Context: an optimization exercise on an open-source flow, tuned for small area, a short achievable clock period and few clock cycles per item. The choices shown serve that exercise and are no tape-out recipe. Only simulation tests tie the RTL to the original design; equivalence was not proved.

[flow/config.mk]
export PLATFORM = sky130hd
export DESIGN_NAME = yuv_to_rgb
export DESIGN_NICKNAME = yuv_to_rgb
export VERILOG_FILES = /design/flow/design.v
export SDC_FILE = /design/flow/constraint.sdc
export NUM_CORES = 4
export LEC_CHECK = 0
export CAP_MARGIN = 20
export CORE_MARGIN = 2
export CORE_UTILIZATION = 40
export SLEW_MARGIN = 20
[flow/constraint.sdc]
create_clock -name core_clock -period 15.0 [get_ports {CLOCK_50_I}]
set_input_delay 3.0000 -clock core_clock [delete_from_list [all_inputs] [get_ports {CLOCK_50_I}]]
set_output_delay 3.0000 -clock core_clock [all_outputs]
set_load 0.01 [all_outputs]
[flow/design.v]
package yuv_pkg;
	localparam int SAMPLE_W = 8;
	localparam int WORD_W = 16;
	localparam int ACC_W = 32;
	localparam int LINE_PAIRS = 160;
	localparam int TAP_OUTER = 21;
	localparam int TAP_MIDDLE = 52;
	localparam int TAP_INNER = 159;
	localparam int FILTER_ROUND = 128;
	localparam int FILTER_SHIFT = 8;
	localparam int Y_OFFSET = 16;
	localparam int C_OFFSET = 128;
	localparam int COEF_Y = 76284;
	localparam int COEF_RV = 104595;
	localparam int COEF_GU = -25624;
	localparam int COEF_GV = -53281;
	localparam int COEF_BU = 132251;
	localparam int CSC_SHIFT = 16;
	localparam int PAIR_CYCLES = 8;
endpackage
`timescale 1ns/10ps
import yuv_pkg::*;
module chroma_window (
	input logic CLOCK_50_I,
	input logic resetn,
	input logic in_valid,
	input logic [SAMPLE_W-1:0] in_y_even,
	input logic [SAMPLE_W-1:0] in_y_odd,
	input logic [SAMPLE_W-1:0] in_u,
	input logic [SAMPLE_W-1:0] in_v,
	output logic busy,
	output logic win_valid,
	output logic [SAMPLE_W-1:0] win_y_even,
	output logic [SAMPLE_W-1:0] win_y_odd,
	output logic [0:5][SAMPLE_W-1:0] win_u_taps,
	output logic [0:5][SAMPLE_W-1:0] win_v_taps,
	output logic win_last_pair,
	input logic win_running
);
	logic [$clog2(LINE_PAIRS)-1:0] pair_cnt;
	logic flushing;
	logic [1:0] flush_cnt;
	logic flush_go;
	logic shift_en;
	logic [0:5][SAMPLE_W-1:0] u_sr;
	logic [0:5][SAMPLE_W-1:0] v_sr;
	logic [SAMPLE_W-1:0] y_even_d [0:2];
	logic [SAMPLE_W-1:0] y_odd_d [0:2];
	logic [SAMPLE_W-1:0] y_even_q;
	logic [SAMPLE_W-1:0] y_odd_q;
	logic last_q;
	assign flush_go = flushing && !in_valid && !win_valid && !win_running;
	assign shift_en = in_valid || flush_go;
	assign busy = win_valid || win_running || flushing;
	always_ff @(posedge CLOCK_50_I or negedge resetn) begin
		if (!resetn) begin
			pair_cnt <= '0;
			flushing <= 1'b0;
			flush_cnt <= '0;
			win_valid <= 1'b0;
		end else begin
			win_valid <= 1'b0;
			if (in_valid) begin
				if (pair_cnt >= 3)
					win_valid <= 1'b1;
				if (pair_cnt == LINE_PAIRS - 1) begin
					pair_cnt <= '0;
					flushing <= 1'b1;
				end else begin
					pair_cnt <= pair_cnt + 1'b1;
				end
			end else if (flush_go) begin
				win_valid <= 1'b1;
				flush_cnt <= flush_cnt + 1'b1;
				if (flush_cnt == 2'd2) begin
					flushing <= 1'b0;
					flush_cnt <= '0;
				end
			end
		end
	end
	always_ff @(posedge CLOCK_50_I) begin
		if (shift_en) begin
			for (int i = 0; i < 5; i++) begin
				u_sr[i] <= u_sr[i+1];
				v_sr[i] <= v_sr[i+1];
			end
			u_sr[5] <= in_valid ? in_u : u_sr[5];
			v_sr[5] <= in_valid ? in_v : v_sr[5];
			if (in_valid && pair_cnt == 0) begin
				u_sr <= {6{in_u}};
				v_sr <= {6{in_v}};
			end
			y_even_q <= y_even_d[0];
			y_odd_q <= y_odd_d[0];
			for (int i = 0; i < 2; i++) begin
				y_even_d[i] <= y_even_d[i+1];
				y_odd_d[i] <= y_odd_d[i+1];
			end
			y_even_d[2] <= in_y_even;
			y_odd_d[2] <= in_y_odd;
			last_q <= flush_go && flush_cnt == 2'd2;
		end
	end
	assign win_y_even = y_even_q;
	assign win_y_odd = y_odd_q;
	assign win_u_taps = u_sr;
	assign win_v_taps = v_sr;
	assign win_last_pair = last_q;
endmodule
`timescale 1ns/10ps
import yuv_pkg::*;
module csc_engine (
	input logic CLOCK_50_I,
	input logic resetn,
	input logic win_valid,
	input logic [SAMPLE_W-1:0] win_y_even,
	input logic [SAMPLE_W-1:0] win_y_odd,
	input logic [0:5][SAMPLE_W-1:0] win_u_taps,
	input logic [0:5][SAMPLE_W-1:0] win_v_taps,
	input logic win_last_pair,
	output logic win_running,
	output logic acc_valid,
	output logic signed [ACC_W-1:0] acc_r_even,
	output logic signed [ACC_W-1:0] acc_g_even,
	output logic signed [ACC_W-1:0] acc_b_even,
	output logic signed [ACC_W-1:0] acc_r_odd,
	output logic signed [ACC_W-1:0] acc_g_odd,
	output logic signed [ACC_W-1:0] acc_b_odd,
	output logic acc_last_pair
);
	logic running;
	logic [$clog2(PAIR_CYCLES)-1:0] cnt;
	logic signed [ACC_W-1:0] coef;
	logic signed [ACC_W-1:0] data_even;
	logic signed [ACC_W-1:0] data_odd;
	logic signed [ACC_W-1:0] prod_even;
	logic signed [ACC_W-1:0] prod_odd;
	logic signed [ACC_W-1:0] u_acc;
	logic signed [ACC_W-1:0] v_acc;
	logic signed [ACC_W-1:0] r_acc_even;
	logic signed [ACC_W-1:0] g_acc_even;
	logic signed [ACC_W-1:0] b_acc_even;
	logic signed [ACC_W-1:0] r_acc_odd;
	logic signed [ACC_W-1:0] g_acc_odd;
	logic signed [ACC_W-1:0] b_acc_odd;
	logic [SAMPLE_W-1:0] u_odd;
	logic [SAMPLE_W-1:0] v_odd;
	logic signed [ACC_W-1:0] u_even_c;
	logic signed [ACC_W-1:0] v_even_c;
	logic signed [ACC_W-1:0] u_odd_c;
	logic signed [ACC_W-1:0] v_odd_c;
	function automatic logic [SAMPLE_W-1:0] clip_sample(input logic signed [ACC_W-1:0] value, input int unsigned shift);
		logic signed [ACC_W-1:0] scaled;
		scaled = value >>> shift;
		if (scaled < 0)
			clip_sample = 8'h00;
		else if (scaled > $signed(ACC_W'(2 ** SAMPLE_W - 1)))
			clip_sample = 8'hff;
		else
			clip_sample = scaled[SAMPLE_W-1:0];
	endfunction
	function automatic logic signed [ACC_W-1:0] pair_sum(input logic [SAMPLE_W-1:0] a, input logic [SAMPLE_W-1:0] b);
		pair_sum = $signed(ACC_W'(a)) + $signed(ACC_W'(b));
	endfunction
	assign u_odd = clip_sample(u_acc, FILTER_SHIFT);
	assign v_odd = clip_sample(v_acc, FILTER_SHIFT);
	assign u_even_c = $signed(ACC_W'(win_u_taps[2])) - C_OFFSET;
	assign v_even_c = $signed(ACC_W'(win_v_taps[2])) - C_OFFSET;
	assign u_odd_c = $signed(ACC_W'(u_odd)) - C_OFFSET;
	assign v_odd_c = $signed(ACC_W'(v_odd)) - C_OFFSET;
	assign prod_even = coef * data_even;
	assign prod_odd = coef * data_odd;
	always_comb begin
		case (cnt)
			0: begin
				coef = TAP_INNER;
				data_even = pair_sum(win_u_taps[2], win_u_taps[3]);
				data_odd = pair_sum(win_v_taps[2], win_v_taps[3]);
			end
			1: begin
				coef = TAP_MIDDLE;
				data_even = pair_sum(win_u_taps[1], win_u_taps[4]);
				data_odd = pair_sum(win_v_taps[1], win_v_taps[4]);
			end
			2: begin
				coef = TAP_OUTER;
				data_even = pair_sum(win_u_taps[0], win_u_taps[5]);
				data_odd = pair_sum(win_v_taps[0], win_v_taps[5]);
			end
			3: begin
				coef = COEF_Y;
				data_even = $signed(ACC_W'(win_y_even)) - Y_OFFSET;
				data_odd = $signed(ACC_W'(win_y_odd)) - Y_OFFSET;
			end
			4: begin
				coef = COEF_RV;
				data_even = v_even_c;
				data_odd = v_odd_c;
			end
			5: begin
				coef = COEF_GU;
				data_even = u_even_c;
				data_odd = u_odd_c;
			end
			6: begin
				coef = COEF_GV;
				data_even = v_even_c;
				data_odd = v_odd_c;
			end
			default: begin
				coef = COEF_BU;
				data_even = u_even_c;
				data_odd = u_odd_c;
			end
		endcase
	end
	always_ff @(posedge CLOCK_50_I or negedge resetn) begin
		if (!resetn) begin
			running <= 1'b0;
			cnt <= '0;
		end else if (win_valid) begin
			running <= 1'b1;
			cnt <= '0;
		end else if (running) begin
			cnt <= cnt + 1'b1;
			if (cnt == PAIR_CYCLES - 1)
				running <= 1'b0;
		end
	end
	always_ff @(posedge CLOCK_50_I) begin
		if (running) begin
			case (cnt)
				0: begin
					u_acc <= FILTER_ROUND + prod_even;
					v_acc <= FILTER_ROUND + prod_odd;
				end
				1: begin
					u_acc <= u_acc - prod_even;
					v_acc <= v_acc - prod_odd;
				end
				2: begin
					u_acc <= u_acc + prod_even;
					v_acc <= v_acc + prod_odd;
				end
				3: begin
					r_acc_even <= prod_even;
					g_acc_even <= prod_even;
					b_acc_even <= prod_even;
					r_acc_odd <= prod_odd;
					g_acc_odd <= prod_odd;
					b_acc_odd <= prod_odd;
				end
				4: begin
					r_acc_even <= r_acc_even + prod_even;
					r_acc_odd <= r_acc_odd + prod_odd;
				end
				5, 6: begin
					g_acc_even <= g_acc_even + prod_even;
					g_acc_odd <= g_acc_odd + prod_odd;
				end
				default: ;
			endcase
		end
	end
	assign win_running = running;
	assign acc_valid = running && cnt == PAIR_CYCLES - 1;
	assign acc_r_even = r_acc_even;
	assign acc_g_even = g_acc_even;
	assign acc_b_even = b_acc_even + prod_even;
	assign acc_r_odd = r_acc_odd;
	assign acc_g_odd = g_acc_odd;
	assign acc_b_odd = b_acc_odd + prod_odd;
	assign acc_last_pair = win_last_pair;
endmodule
`timescale 1ns/10ps
import yuv_pkg::*;
module rgb_packer (
	input logic CLOCK_50_I,
	input logic resetn,
	input logic acc_valid,
	input logic signed [ACC_W-1:0] acc_r_even,
	input logic signed [ACC_W-1:0] acc_g_even,
	input logic signed [ACC_W-1:0] acc_b_even,
	input logic signed [ACC_W-1:0] acc_r_odd,
	input logic signed [ACC_W-1:0] acc_g_odd,
	input logic signed [ACC_W-1:0] acc_b_odd,
	input logic acc_last_pair,
	output logic out_valid,
	output logic [WORD_W-1:0] out_word,
	output logic out_line_end
);
	logic [1:0] phase;
	logic [SAMPLE_W-1:0] r_even;
	logic [SAMPLE_W-1:0] g_even;
	logic [SAMPLE_W-1:0] b_even;
	logic [SAMPLE_W-1:0] r_odd;
	logic [SAMPLE_W-1:0] g_odd;
	logic [SAMPLE_W-1:0] b_odd;
	logic last_q;
	always_ff @(posedge CLOCK_50_I or negedge resetn) begin
		if (!resetn) begin
			out_valid <= 1'b0;
			phase <= '0;
		end else if (acc_valid) begin
			out_valid <= 1'b1;
			phase <= '0;
		end else if (out_valid) begin
			phase <= phase + 1'b1;
			if (phase == 2'd2)
				out_valid <= 1'b0;
		end
	end
	function automatic logic [SAMPLE_W-1:0] clip_sample(input logic signed [ACC_W-1:0] value, input int unsigned shift);
		logic signed [ACC_W-1:0] scaled;
		scaled = value >>> shift;
		if (scaled < 0)
			clip_sample = 8'h00;
		else if (scaled > $signed(ACC_W'(2 ** SAMPLE_W - 1)))
			clip_sample = 8'hff;
		else
			clip_sample = scaled[SAMPLE_W-1:0];
	endfunction
	always_ff @(posedge CLOCK_50_I) begin
		if (acc_valid) begin
			r_even <= clip_sample(acc_r_even, CSC_SHIFT);
			g_even <= clip_sample(acc_g_even, CSC_SHIFT);
			b_even <= clip_sample(acc_b_even, CSC_SHIFT);
			r_odd <= clip_sample(acc_r_odd, CSC_SHIFT);
			g_odd <= clip_sample(acc_g_odd, CSC_SHIFT);
			b_odd <= clip_sample(acc_b_odd, CSC_SHIFT);
			last_q <= acc_last_pair;
		end
	end
	always_comb begin
		case (phase)
			2'd0: out_word = {r_even, g_even};
			2'd1: out_word = {b_even, r_odd};
			default: out_word = {g_odd, b_odd};
		endcase
	end
	assign out_line_end = out_valid && phase == 2'd2 && last_q;
endmodule
`timescale 1ns/10ps
import yuv_pkg::*;
module yuv_to_rgb (
	input logic CLOCK_50_I,
	input logic resetn,
	input logic in_valid,
	input logic [SAMPLE_W-1:0] in_y_even,
	input logic [SAMPLE_W-1:0] in_y_odd,
	input logic [SAMPLE_W-1:0] in_u,
	input logic [SAMPLE_W-1:0] in_v,
	output logic busy,
	output logic out_valid,
	output logic [WORD_W-1:0] out_word,
	output logic out_line_end
);
	logic win_valid;
	logic [SAMPLE_W-1:0] win_y_even;
	logic [SAMPLE_W-1:0] win_y_odd;
	logic [0:5][SAMPLE_W-1:0] win_u_taps;
	logic [0:5][SAMPLE_W-1:0] win_v_taps;
	logic win_last_pair;
	logic win_running;
	logic acc_valid;
	logic signed [ACC_W-1:0] acc_r_even;
	logic signed [ACC_W-1:0] acc_g_even;
	logic signed [ACC_W-1:0] acc_b_even;
	logic signed [ACC_W-1:0] acc_r_odd;
	logic signed [ACC_W-1:0] acc_g_odd;
	logic signed [ACC_W-1:0] acc_b_odd;
	logic acc_last_pair;
	chroma_window decode_i (
		.CLOCK_50_I(CLOCK_50_I),
		.resetn(resetn),
		.in_valid(in_valid),
		.in_y_even(in_y_even),
		.in_y_odd(in_y_odd),
		.in_u(in_u),
		.in_v(in_v),
		.busy(busy),
		.win_valid(win_valid),
		.win_y_even(win_y_even),
		.win_y_odd(win_y_odd),
		.win_u_taps(win_u_taps),
		.win_v_taps(win_v_taps),
		.win_last_pair(win_last_pair),
		.win_running(win_running)
	);
	csc_engine execute_i (
		.CLOCK_50_I(CLOCK_50_I),
		.resetn(resetn),
		.win_valid(win_valid),
		.win_y_even(win_y_even),
		.win_y_odd(win_y_odd),
		.win_u_taps(win_u_taps),
		.win_v_taps(win_v_taps),
		.win_last_pair(win_last_pair),
		.win_running(win_running),
		.acc_valid(acc_valid),
		.acc_r_even(acc_r_even),
		.acc_g_even(acc_g_even),
		.acc_b_even(acc_b_even),
		.acc_r_odd(acc_r_odd),
		.acc_g_odd(acc_g_odd),
		.acc_b_odd(acc_b_odd),
		.acc_last_pair(acc_last_pair)
	);
	rgb_packer result_i (
		.CLOCK_50_I(CLOCK_50_I),
		.resetn(resetn),
		.acc_valid(acc_valid),
		.acc_r_even(acc_r_even),
		.acc_g_even(acc_g_even),
		.acc_b_even(acc_b_even),
		.acc_r_odd(acc_r_odd),
		.acc_g_odd(acc_g_odd),
		.acc_b_odd(acc_b_odd),
		.acc_last_pair(acc_last_pair),
		.out_valid(out_valid),
		.out_word(out_word),
		.out_line_end(out_line_end)
	);
endmodule
[flow/run.sh]
#!/bin/bash
# synth_recipe.tcl (not shown) runs the flow's synth.tcl, then flattens the netlist and writes it again
# the make line also repeats each setting of config.mk as NAME=value (left out here)
make -C /OpenROAD-flow-scripts/flow DESIGN_CONFIG=/design/flow/config.mk WORK_HOME=/design/flow/orfs CLKGATE_MAP_FILE= SYNTH_SCRIPT=/design/flow/synth_recipe.tcl finish
==> key figures <==
Die
  – Die area: 145000 um^2
  – Chip width: 381 um
  – Chip height: 381 um
  – # IOs: 54
  – Row cnt: 138
  – Core Region: 141000 um^2
  – Initial core utilization: 0.402

Min path
  – Hold path start: decode_i.y_even_d[0][3]$_DFFE_PP_
  – Hold Crit Endpoint: decode_i.y_even_q[3]$_DFFE_PP_
  – Hold Path Depth: 0
  – Hold WC Path Type: reg2reg

STA
  – Worst Skew: 0.0428 ns
  – Fmax: 0.0735 GHz
  – Final max-slew violation count: 0
  – Period utilization: 0.907
  – Min Tclk post-route: 13.61 ns
  – RSZ-0062 raised after global routing: false
  – Final hold viol count: 0
  – Final setup fails: 0
  – Slew margin rel.: 0.298
  – Slew @ Worst Pin: 1.05 ns
  – TNS Setup: 0 ns

Logic synthesis
  – Top_reg_cell synth: edfxtp_1
  – Synth Warn #: 5
  – Post-synth top area share: 0.246
  – Cell count after synthesis: 5890
  – Ranking of synthesized cells by area: edfxtp_1 (25%), fa_1 (22%), ha_1 (13%)
  – Post-Syn Area per Cell: 9.66 um^2
  – Synth async-reset ratio: 0.0392
  – Seq/Total Area, Yosys: 0.254
  – Syn_nets: 7142
  – #FFs+latches synth: 485
  – Mapped cell area: 56900 um^2
  – Synth area leader: edfxtp_1
  – Library cells used by synthesis: 106
  – EDFF count, synth: 466

Run status
  – Status: finished clean

Clock tree
  – Post-CTS Setup Repair Bufs: 0
  – CTS root buffer: clkbuf_16
  – # resized after CTS: 0
  – Hold Buf Count CTS: 0
  – Clk slew on worst S/H paths: 0.07 ns
  – Clock sinks: 485
  – Max Buffers Root-to-Sink: 3
  – CTS tree: yes
  – Clock buffer count from CTS: 57
  – Worst skew pair latency: 0.66 ns
  – H-tree depth: 2

Setup path
  – CP Buf/Inv Count: 8
  – CP Launch Type: flop
  – CP max stage delay: 0.87 ns
  – Cell mode on critical path: fa_1
  – CP Data Arrival Time: 13.99 ns
  – Worst setup EP type: flop
  – Reg-to-Reg End: execute_i.v_acc[31]$_DFFE_PP_
  – R2R Setup Slk: 1.39 ns
  – Worst Setup Path Type: reg2reg
  – Crit Path Max Fanout: 17
  – Delay-heaviest family, CP: adder cells
  – Worst Path Required: 15.38 ns
  – R2R Path Start: execute_i.cnt[1]$_DFFE_PN0P_
  – Critical-path top delay cell: o21ai_0
  – Worst r2r path cells: 44

Final layout
  – Most frequent cells in the layout: inv_1 (989), fa_1 (637), ha_1 (580), nand2_1 (561), edfxtp_1 (466)
  – Net total in the final layout: 7194
  – Commonest non-fill, non-tap cell in the layout: inv_1
  – Antenna Cells: 0
  – Multi-input gate area: 38200 um^2
  – Number of fillers in the final layout: 13485
  – Final instance area: 62000 um^2
  – Reg area: 14500 um^2
  – Layout area overhead: 8.96%
  – Fraction of layout cells with a size suffix above 1: 0.0486

Global route
  – Vias in the first global route: 42389
  – Initial antenna violation count: 3
  – Total track usage: 0.211
  – Gr ovfl total: 0
  – Pin count of the biggest net entering global routing: 77
  – Global-route wire length before repair: 241000 um

Place
  – Buffers on Ports: 53
  – Post-DP HPWL: 124000 um
  – Post-place instance area: 60000 um^2
  – Routability congestion estimate from global placement: 0.935

Detailed routing
  – Routed length per instance: 19.4 um
  – DRC viols: 0
  – DR vias/cell: 5.27
  – Post-Route WL: 153000 um
  – Drt pass-1 iters: 6
  – Detail Route Antenna Nets: 0
  – WL met3: 8390 um
  – Vias: 41530
  – Routed length on met2: 71200 um
  – Wl on met1: 69300 um
  – Initial drt markers: 2880
  – Highest Signal Layer: met4

Run
  – Max-Cap Viols: 0
worst max path at each step:
stage | to | start | cells past startpoint
after floorplan | execute_i.v_acc[31]$_DFFE_PP_ | execute_i.cnt[0]$_DFFE_PN0P_ | 42
after global placement | result_i.b_even[1]$_SDFFCE_PN0P_ | execute_i.cnt[1]$_DFFE_PN0P_ | 43
after detailed placement | result_i.b_even[1]$_SDFFCE_PN0P_ | execute_i.cnt[1]$_DFFE_PN0P_ | 43
after CTS | result_i.b_even[1]$_SDFFCE_PN0P_ | execute_i.cnt[1]$_DFFE_PN0P_ | 43
after global routing | execute_i.u_acc[31]$_DFFE_PP_ | execute_i.cnt[1]$_DFFE_PN0P_ | 42
final | execute_i.v_acc[31]$_DFFE_PP_ | execute_i.cnt[1]$_DFFE_PN0P_ | 44
state kept, by name (all words and copies together), names as in the netlist, 24 cells and up:
register / count
execute_i.g_acc_even: 32
execute_i.r_acc_odd: 32
execute_i.v_acc: 32
execute_i.b_acc_even: 32
decode_i.v_sr: 48
decode_i.y_odd_d: 24
decode_i.y_even_d: 24
execute_i.g_acc_odd: 32
decode_i.u_sr: 48
execute_i.u_acc: 32
execute_i.r_acc_even: 32
execute_i.b_acc_odd: 32
routing by layer:
layer | up-vias | track usage
met1 | 20420 | 0.290
met4 | 0 | 0.0575
li1 | 19808 | -
met5 | - | 0
met2 | 1089 | 0.350
met3 | 213 | 0.0287
cell families after synthesis:
group / synth area share
multiplexers: 0.00198
XOR/XNOR: 0.0704
adder cells (fa/ha/maj): 0.353
buffers and inverters: 0.0762
AND/OR/NAND/NOR: 0.119
flip-flops: 0.254
AO/OA/AOI/OAI: 0.125
cells in the mapped netlist, types with 10 or more instances:
| master | instances |
|---|---|
| inv_1 | 989 |
| nor2b_1 | 33 |
| nor3_1 | 83 |
| o21bai_1 | 45 |
| o21ai_1 | 17 |
| a21oi_1 | 290 |
| edfxtp_1 | 466 |
| a31oi_1 | 29 |
| nor2_1 | 405 |
| a211oi_1 | 22 |
| a211o_1 | 12 |
| fa_1 | 637 |
| a22oi_1 | 33 |
| a21boi_0 | 12 |
| o21ai_0 | 263 |
| clkbuf_1 | 121 |
| nand2_1 | 564 |
| nand4_1 | 32 |
| nor4_1 | 25 |
| o2111ai_1 | 10 |
| xnor2_1 | 306 |
| or3_1 | 34 |
| xor2_1 | 137 |
| a21o_1 | 116 |
| nand2b_1 | 72 |
| o31ai_1 | 25 |
| a2111oi_0 | 10 |
| buf_2 | 13 |
| and2_1 | 31 |
| or4_1 | 12 |
| dfrtp_1 | 19 |
| and3_1 | 32 |
| ha_1 | 580 |
| o21a_1 | 53 |
| buf_1 | 18 |
| or2_2 | 28 |
| nand3_1 | 71 |
| o211ai_1 | 23 |
| and4_1 | 10 |
| nand3b_1 | 12 |
area by class of cell:
cell class                      count  share of cell area
Clock buffer                       71              0.0250
Clock inverter                     35             0.00711
Inverter                          998              0.0605
Multi-Input combinational cell   4255               0.616
Sequential cell                   485               0.233
Tap cell                         1890              0.0382
Timing Repair Buffer              145              0.0196
per-stage QoR:
stage	instances	setup WS [ns]	util	hold WS, ns
2_1_floorplan	5890	3.36	-	0.400
3_3_place_gp	7772	1.69	0.424	0.405
3_5_place_dp	7772	1.50	0.424	0.405
4_1_cts	7878	1.50	0.438	0.418
5_1_grt	7879	0.553	0.438	0.424
6_report	7879	1.39	0.438	0.414
Testbench counts, summed over its fixed seeds: cycles 51,312, items 5,120.

==> afterwards: timing with drivers on the ports <==
The results above use ideal ports. As a check the final layout listed here was re-extracted and re-timed, cells and wires unchanged. Step 1 assumes that a clkbuf_16 drives the clock port and a buf_2 every other input. Step 2 adds t to the input delays and takes it off the output delays; t is the mean of the earliest and latest rising clock arrival at the registers after step 1. Input paths then give back, and output paths get back, about the clock's delay inside the block. Three values: no drivers, after step 1, after step 2; two values: the first two.
shift t [ns]: 0.706
setup slack, ns: 1.391 / 1.391 / 1.391
worst setup path at the end: register to register
slew at the worst register clock pin (ns): 0.07 / 0.07
worst data-port slew with drivers (ns): 0.05
After both steps setup and hold are still met in this run. The setup slack of this run moves by 0.000 ns with the drivers and by 0.000 ns with both steps.
